This is an optimization exercise on Yosys and OpenROAD, whose aim is small area, a short achievable clock period and few clock cycles per item, not a production implementation.
Function was checked by simulation only, so behaviour that the tests miss may differ from the original.
Power figures rest on the tool's default switching activity, not on a simulated workload.

Design breakpoint_address_table_unit, start of the top module:
module breakpoint_address_table_unit (
   input  logic                   clock,
   input  logic                   reset,
   input  logic                   req_valid,
   output logic                   req_ready,
   input  logic [1:0]             req_operation,
   input  logic [bat_pkg::ADDR_W-1:0]      req_address,
   output logic                   rsp_valid,
   input  logic                   rsp_ready,
   output logic                   rsp_success,
   output logic [bat_pkg::COUNT_OUT_W-1:0] rsp_entry_count
);
==> flow/config.mk <==
export PLATFORM = sky130hd
export DESIGN_NAME = breakpoint_address_table_unit
export DESIGN_NICKNAME = breakpoint_address_table_unit
export VERILOG_FILES = /design/flow/design.v
export SDC_FILE = /design/flow/constraint.sdc
export NUM_CORES = 4
export LEC_CHECK = 0
export CAP_MARGIN = 20
export CORE_MARGIN = 2
export CORE_UTILIZATION = 65
export CTS_BUF_LIST = sky130_fd_sc_hd__clkbuf_16
export CTS_CLUSTER_DIAMETER = 100
export CTS_CLUSTER_SIZE = 30
export SETUP_SLACK_MARGIN = 3.8
export SLEW_MARGIN = 20
==> flow/constraint.sdc <==
create_clock -name core_clock -period 6.0 [get_ports {clock}]
set_input_delay 1.2000 -clock core_clock [delete_from_list [all_inputs] [get_ports {clock}]]
set_output_delay 1.2000 -clock core_clock [all_outputs]
set_load 0.01 [all_outputs]
standard.sh (not shown) runs the stock make flow with config.mk's settings and CLKGATE_MAP_FILE= SYNTH_SCRIPT=/design/flow/synth_recipe.tcl, a recipe that flattens the netlist after the stock synthesis.
==> flow/flow/run.sh <==
#!/bin/bash
set -euo pipefail
bash standard.sh "BUFFER_PORTS_ARGS=-buffer_cell sky130_fd_sc_hd__buf_2" finish > make_finish.log 2>&1
Testbench counts at the start, summed over its fixed seeds: cycles 6,012, items 6,000.
==> next run, changes <==
==> flow/run.sh (new file) <==
#!/bin/bash
# synth_recipe.tcl (not shown) runs the flow's synth.tcl, then flattens the netlist and writes it again
# the make line also repeats each setting of config.mk as NAME=value (left out here)
make -C /OpenROAD-flow-scripts/flow DESIGN_CONFIG=/design/flow/config.mk WORK_HOME=/design/flow/orfs CLKGATE_MAP_FILE= SYNTH_SCRIPT=/design/flow/synth_recipe.tcl finish
removed: flow/flow/run.sh
removed: flow/standard.sh
Clock-buffer cell count stays the same.
Register-to-register slack gets worse by 0.05 ns.
Die area is unchanged.
Clock skew hardly moves.
Synthesized area is unchanged.
Setup slack gains 0.020 ns.
Synthesized cell count does not change.
Sequential share of layout area fell by 0.43 points.
Cell area rises by 0.79%.
==> next run, changes <==
==> flow/flow/run.sh (new file) <==
#!/bin/bash
set -euo pipefail
bash standard.sh "BUFFER_PORTS_ARGS=-buffer_cell sky130_fd_sc_hd__buf_2" finish > make_finish.log 2>&1
==> flow/standard.sh (new file) <==
#!/bin/bash
# synth_recipe.tcl (not shown) runs the flow's synth.tcl, then flattens the netlist and writes it again
# the make line also repeats each setting of config.mk as NAME=value (left out here)
make -C /OpenROAD-flow-scripts/flow DESIGN_CONFIG=/design/flow/config.mk WORK_HOME=/design/flow/orfs CLKGATE_MAP_FILE= SYNTH_SCRIPT=/design/flow/synth_recipe.tcl "${@:-finish}"
- SETUP_SLACK_MARGIN: 3.8 -> 3.65
removed: flow/run.sh
After rerunning:
- hold slack loses 0.0037 ns
- wire length fell by 0.33%
- via count is about the same
- setup slack stays flat
- die area does not change
- power falls by 0.47%
- design area came out lower by 1.6%
==> next run, changes <==
- CORE_UTILIZATION: 65 -> 72
- SETUP_SLACK_MARGIN: 3.65 -> 3.75
Via count grows by about 2.4%.
Non-clock buffer count grows by 3.
Utilization grows by 8.0 points.
Global-route usage grows by 2.5 points.
Register-to-register slack gets better by 0.05 ns.
Setup slack stays flat.
Cell count shrinks by about 2.7%.
Critical path depth shrinks by 2.
Clock-buffer cell count does not change.

========
Another version of the RTL of breakpoint_address_table_unit (not shown whole).
Size: about 1600 cells after synthesis, ~610 flip-flops, ~25000 um^2 of cells after synthesis.
export LEC_CHECK = 0
export CAP_MARGIN = 20
export CORE_MARGIN = 2
export CORE_UTILIZATION = 65
export CTS_BUF_LIST = sky130_fd_sc_hd__clkbuf_16
export CTS_CLUSTER_DIAMETER = 100
export CTS_CLUSTER_SIZE = 30
export SETUP_SLACK_MARGIN = 3.7
export SLEW_MARGIN = 20
create_clock -name core_clock -period 6.0 [get_ports {clock}]
run.sh (not shown) runs the stock make flow with config.mk's settings and CLKGATE_MAP_FILE= SYNTH_SCRIPT=/design/flow/synth_recipe.tcl, a recipe that flattens the netlist after the stock synthesis.
Stock flow here: none of the scripts above is used.
Testbench counts at the start, summed over its fixed seeds: cycles 6,008, items 6,000.
Rerun with:
Settings changed: SETUP_SLACK_MARGIN 3.7 to 3.9.
Effect: The changed run went through all stages and came out clean. Die area stays the same. Synthesized area is unchanged. Cell count goes up by 1.8%. Power goes up by 0.68%. Combinational power goes up by 9.8%. Register-to-register slack improves by 0.05 ns. Global-route usage goes up by 1.8 points. Cell area goes up by 5.0%.
Rerun with:
Settings changed: CTS_BUF_LIST sky130_fd_sc_hd__clkbuf_16 to sky130_fd_sc_hd__clkbuf_4 sky130_fd_sc_hd__clkbuf_8, CTS_CLUSTER_DIAMETER 100 to default, CTS_CLUSTER_SIZE 30 to default, SETUP_SLACK_MARGIN 3.9 to 3.7.
Effect:
- die area is unchanged
- cell count climbs by about 4%
- wire length fell by about 4.5%
- setup slack degrades by 0.15 ns
- maximum frequency went down by about 6%
- hold slack gets worse by 0.045 ns
- area after synthesis stays the same
Rerun with:
Settings changed: CAP_MARGIN 20 to 0, CTS_BUF_LIST sky130_fd_sc_hd__clkbuf_4 sky130_fd_sc_hd__clkbuf_8 to sky130_fd_sc_hd__clkbuf_16, CTS_CLUSTER_DIAMETER from default to 100, CTS_CLUSTER_SIZE from default to 30, SLEW_MARGIN 20 to 0.
After rerunning:
- The new run finished clean
- core utilization decreases by 2.2 points
- first-iteration DRC count increases by 14%
- non-clock buffer count increases by 11
- fmax increases by 4.8%
- flip-flop and latch count does not change
- synthesized area stays the same

==> static timing again, ports no longer ideal <==
The flow's constraints put no driver on any port. The routed layouts listed below were extracted and timed again, unchanged, in two steps. Step 1, drivers: a clkbuf_16 drives clock and a buf_2 each remaining input, both assumed. Step 2, shift: input delay + t, output delay - t, t = (earliest + latest rising clock arrival at the registers) / 2. This alone moves slack from input paths to output paths. Three values: no drivers, after step 1, after step 2; two values: the first two.
run	t (ns)	slack for setup (ns)	clock arrival spread, ns	slew at the worst register clock pin (ns)
the first run of note 1	0.650	3.660 / 3.603 / 3.398	0.028 / 0.028	0.12 / 0.12
the second run of note 1	0.648	3.680 / 3.623 / 3.351	0.029 / 0.030	0.12 / 0.12
the third run of note 1	0.654	3.683 / 3.625 / 3.206	0.022 / 0.022	0.12 / 0.12
the fourth run of note 1	0.643	3.683 / 3.628 / 3.325	0.032 / 0.033	0.12 / 0.12
the first run of note 2	0.639	3.663 / 3.622 / 3.043	0.037 / 0.037	0.12 / 0.12
the second run of note 2	0.643	3.675 / 3.619 / 3.099	0.033 / 0.033	0.12 / 0.12
the third run of note 2	0.714	3.523 / 3.543 / 2.829	0.031 / 0.031	0.07 / 0.07
the fourth run of note 2	0.644	3.636 / 3.619 / 3.020	0.039 / 0.040	0.12 / 0.12
After both steps setup and hold are still met in every run listed. For the third run of note 2, which loses most, drivers alone change the setup slack by +0.020 ns; drivers and shift together by -0.694 ns.
